Source: an optimization exercise on an open RTL-to-GDS flow (aim: small area, a short achievable clock period and few clock cycles per item). Production flows keep margins and buffers that such runs may drop. In this exercise RTL edits were held to simulation tests only and were not proved equivalent to the original. Power figures rest on the tool's default switching activity, not on a simulated workload.

== try-pepper ==
## rgb_to_yuv_encoder
module rgb_to_yuv_encoder
#(
  parameter int NUM_GROUPS = 19200
) (
  input  logic        CLOCK_50_I,
  input  logic        reset,
  input  logic        enable,
  input  logic [15:0] SRAM_read_data,
  output logic [17:0] SRAM_address,
  output logic [15:0] SRAM_write_data,
  output logic        SRAM_we_n,
  output logic        done
);
export LEC_CHECK = 0
export ABC_CLOCK_PERIOD_IN_PS = 3000
export CAP_MARGIN = 20
export CORE_MARGIN = 2
export CORE_UTILIZATION = 40
export CTS_CLUSTER_DIAMETER = 120
export CTS_CLUSTER_SIZE = 24
export SLEW_MARGIN = 20
create_clock -name core_clock -period 12.0 [get_ports {CLOCK_50_I}]
standard.sh (not shown) runs the stock make flow with config.mk's settings and CLKGATE_MAP_FILE= SYNTH_SCRIPT=/design/flow/synth_recipe.tcl, a recipe that flattens the netlist after the stock synthesis.
==> flow/flow/run.sh <==
#!/bin/bash
# The standard layout (standard synthesis, floorplan, placement, CTS, routing) with the
# resizer's setup-repair target tightened: repair_timing aims for this much positive slack
# against the unchanged 12 ns constraint, so it sizes and buffers the critical paths.
# The SDC, clock period, I/O delays and every other setting stay the standard flow's.
set -uo pipefail
bash standard.sh SETUP_SLACK_MARGIN=8.5 finish > standard.log 2>&1
try-pepper was carried through to the last stage, and its layout satisfied the timing, design-rule and antenna checks.
Testbench counts of try-pepper, summed over its fixed seeds: cycles 1,536,068, frames 8.
diff inputs: try-pepper => try-fjord
Settings: a change of CORE_UTILIZATION from 40 to 65; a deleted ABC_CLOCK_PERIOD_IN_PS that had been 3000.
--- a/flow/flow/run.sh
+++ b/flow/flow/run.sh
@@ -6,2 +6,2 @@
 set -uo pipefail
-bash standard.sh SETUP_SLACK_MARGIN=8.5 finish > standard.log 2>&1
+bash standard.sh SETUP_SLACK_MARGIN=8.6 finish > standard.log 2>&1
Notes after the runs:
- Via count up 402 in try-fjord wrt try-pepper
- try-fjord vs try-pepper — DRC marker count from the first detailed-route iteration climbed by more than a quarter
- Relative to try-pepper, transition time at the pin with the least slew margin has decreased by 0.014 ns in try-fjord.
Changes in try-tundra relative to try-fjord:
Settings: changing SLEW_MARGIN from 20 to 0; changing CORE_UTILIZATION from 65 to 40; changing CAP_MARGIN from 20 to 0.
--- a/flow/flow/run.sh
+++ b/flow/flow/run.sh
@@ -6,2 +6,2 @@
 set -uo pipefail
-bash standard.sh SETUP_SLACK_MARGIN=8.6 finish > standard.log 2>&1
+bash standard.sh SETUP_SLACK_MARGIN=8.5 finish > standard.log 2>&1
Results
| maximum frequency | try-fjord vs try-tundra | ≈ equal |. Across try-fjord and try-tundra, the outcome is the same: a clean finish for every run. Between try-fjord and try-tundra, the fraction of standard cell area in multi-input logic is higher for try-fjord. Looking at try-fjord and try-tundra, the setup slack is a wash. Diff try-fjord -> try-tundra | met2 usage | decrease of 17 points. Comparing try-fjord and try-tundra, total routed wirelength is higher on try-fjord.
diff inputs: try-tundra => try-nickel
Settings: changing CAP_MARGIN from 0 to 20; setting PLACE_DENSITY to 0.75 for the first time; changing SLEW_MARGIN from 0 to 20.
==> run summary <==
On fmax, the higher figure sits with try-tundra, not try-nickel. There was hardly any difference in delay of the slowest critical-path stage between try-nickel and try-tundra. Lower worst hold slack was reported by try-tundra, not try-nickel. Summed area of non-filler cells in the final layout was lower in the run labelled try-tundra. Summary of try-nickel over try-tundra: final critical-path required period went up 0.012 ns; proportion of power drawn by the clock network moved down; post-route core utilization has increased; wire length on met2 has increased. Higher clock skew goes to try-nickel over try-tundra. Number of instances in the placed design: try-tundra vs try-nickel, no meaningful difference.
The inputs of try-lagoon differ from those of try-nickel as listed below.
Settings: PLACE_DENSITY removed (was 0.75).
--- a/flow/flow/run.sh
+++ b/flow/flow/run.sh
@@ -6,2 +6,2 @@
 set -uo pipefail
-bash standard.sh SETUP_SLACK_MARGIN=8.5 finish > standard.log 2>&1
+bash standard.sh SETUP_SLACK_MARGIN=8.45 finish > standard.log 2>&1
==> run summary <==
- try-lagoon: met3 layer usage reported by global route lower than try-nickel
- From try-nickel to try-lagoon the numbers moved as follows: via count -2.4%; multi-input gate share of total cell area was more or less identical.

* * *

## v42
rgb_to_yuv_encoder again, from the RTL that the note above started with.
clock: 12.0 ns
lec_check: 0
cap_margin: 20
core_margin: 2
core_utilization: 40
cts_cluster_diameter: 150
cts_cluster_size: 30
slew_margin: 20
==> flow/flow/run.sh <==
#!/bin/bash
# The standard layout (standard synthesis, floorplan, placement, CTS, routing) with the
# resizer's setup-repair target tightened: repair_timing aims for this much positive slack
# against the unchanged 12 ns constraint, so it sizes and buffers the critical paths.
# The SDC, clock period, I/O delays and every other setting stay the standard flow's.
set -uo pipefail
bash standard.sh SETUP_SLACK_MARGIN=8.6 finish > standard.log 2>&1
Testbench counts of v42, summed over its fixed seeds: cycles 1,536,068, frames 8.
Inputs modified between v42 and v55:
- changing CTS_CLUSTER_SIZE from 30 to 24
- changing CTS_CLUSTER_DIAMETER from 150 to 120
Results
v55 was carried through to the last stage, and its layout satisfied the timing, design-rule and antenna checks.
On final non-filler cell total, v42 and v55 are neck and neck.
The sequential fraction of design power of v55 falls short of that of v42 by 0.2 points.
Internal power component (v55 vs. v42) increases slightly
Compared to v42, the routing of v55 uses more wire.
--- input diff v55..v22 ---
-- flow/flow/run.sh --
<<< v55, line 7
bash standard.sh SETUP_SLACK_MARGIN=8.6 finish > standard.log 2>&1
>>> v22, line 7
bash standard.sh SETUP_SLACK_MARGIN=8.5 finish > standard.log 2>&1
==> run summary <==
Diff v55 -> v22: final critical-path share of the clock period decreased 0.16 points; design area decreased 1.0%; register-to-register slack decreased 50 ps; per-cell via count in the routed design decreased 0.025; number of detailed-route iterations in the first pass increased 2.
Compared with v55, v22 shows a total routed wirelength that is 1100 um lower.
v22 gives less post-synthesis to final-layout area growth than v55 did.
In the metrics for v55 and v22, the one carrying the higher post-detailed-route wirelength per cell is v55.
Diff v55 -> v22 | static leakage power | down slightly
Start point of the critical path = wd_q[1]: v22; start point of the critical path = wd_q[7]: v55

==> afterwards: timing with drivers on the ports <==
The flow's constraints put no driver on any port. The routed layouts listed below were extracted and timed again, unchanged, in two steps. Step 1 (the two cells are an assumption about what drives the block):
set clk [get_ports {CLOCK_50_I}]
set_driving_cell -lib_cell sky130_fd_sc_hd__clkbuf_16 $clk
set_driving_cell -lib_cell sky130_fd_sc_hd__buf_2 [delete_from_list [all_inputs] $clk]
Step 2, shift: input delay + t, output delay - t, t = (earliest + latest rising clock arrival at the registers) / 2. This alone moves slack from input paths to output paths. Slacks: no drivers / after step 1 / after step 2; pairs: no drivers / after step 1.
run | t (ns) | setup WS [ns] | slew at the worst register clock pin (ns) | pins driven straight from the clock port
try-pepper | 0.520 | 8.516 / 8.466 / 8.507 | 0.10 / 0.10 | 1
try-fjord | 0.520 | 8.507 / 8.459 / 8.493 | 0.10 / 0.10 | 1
try-tundra | 0.520 | 8.509 / 8.459 / 8.511 | 0.10 / 0.10 | 1
try-nickel | 0.521 | 8.496 / 8.445 / 8.486 | 0.10 / 0.10 | 1
try-lagoon | 0.520 | 8.505 / 8.456 / 8.510 | 0.10 / 0.10 | 1
v42 | 0.528 | 8.494 / 8.443 / 8.509 | 0.12 / 0.12 | 1
v55 | 0.541 | 8.497 / 8.443 / 8.486 | 0.11 / 0.11 | 1
v22 | 0.520 | 8.516 / 8.466 / 8.507 | 0.10 / 0.10 | 1
After both steps every run listed still meets setup and hold. For try-fjord, which loses most, drivers alone change the setup slack by -0.048 ns; drivers and shift together by -0.014 ns.
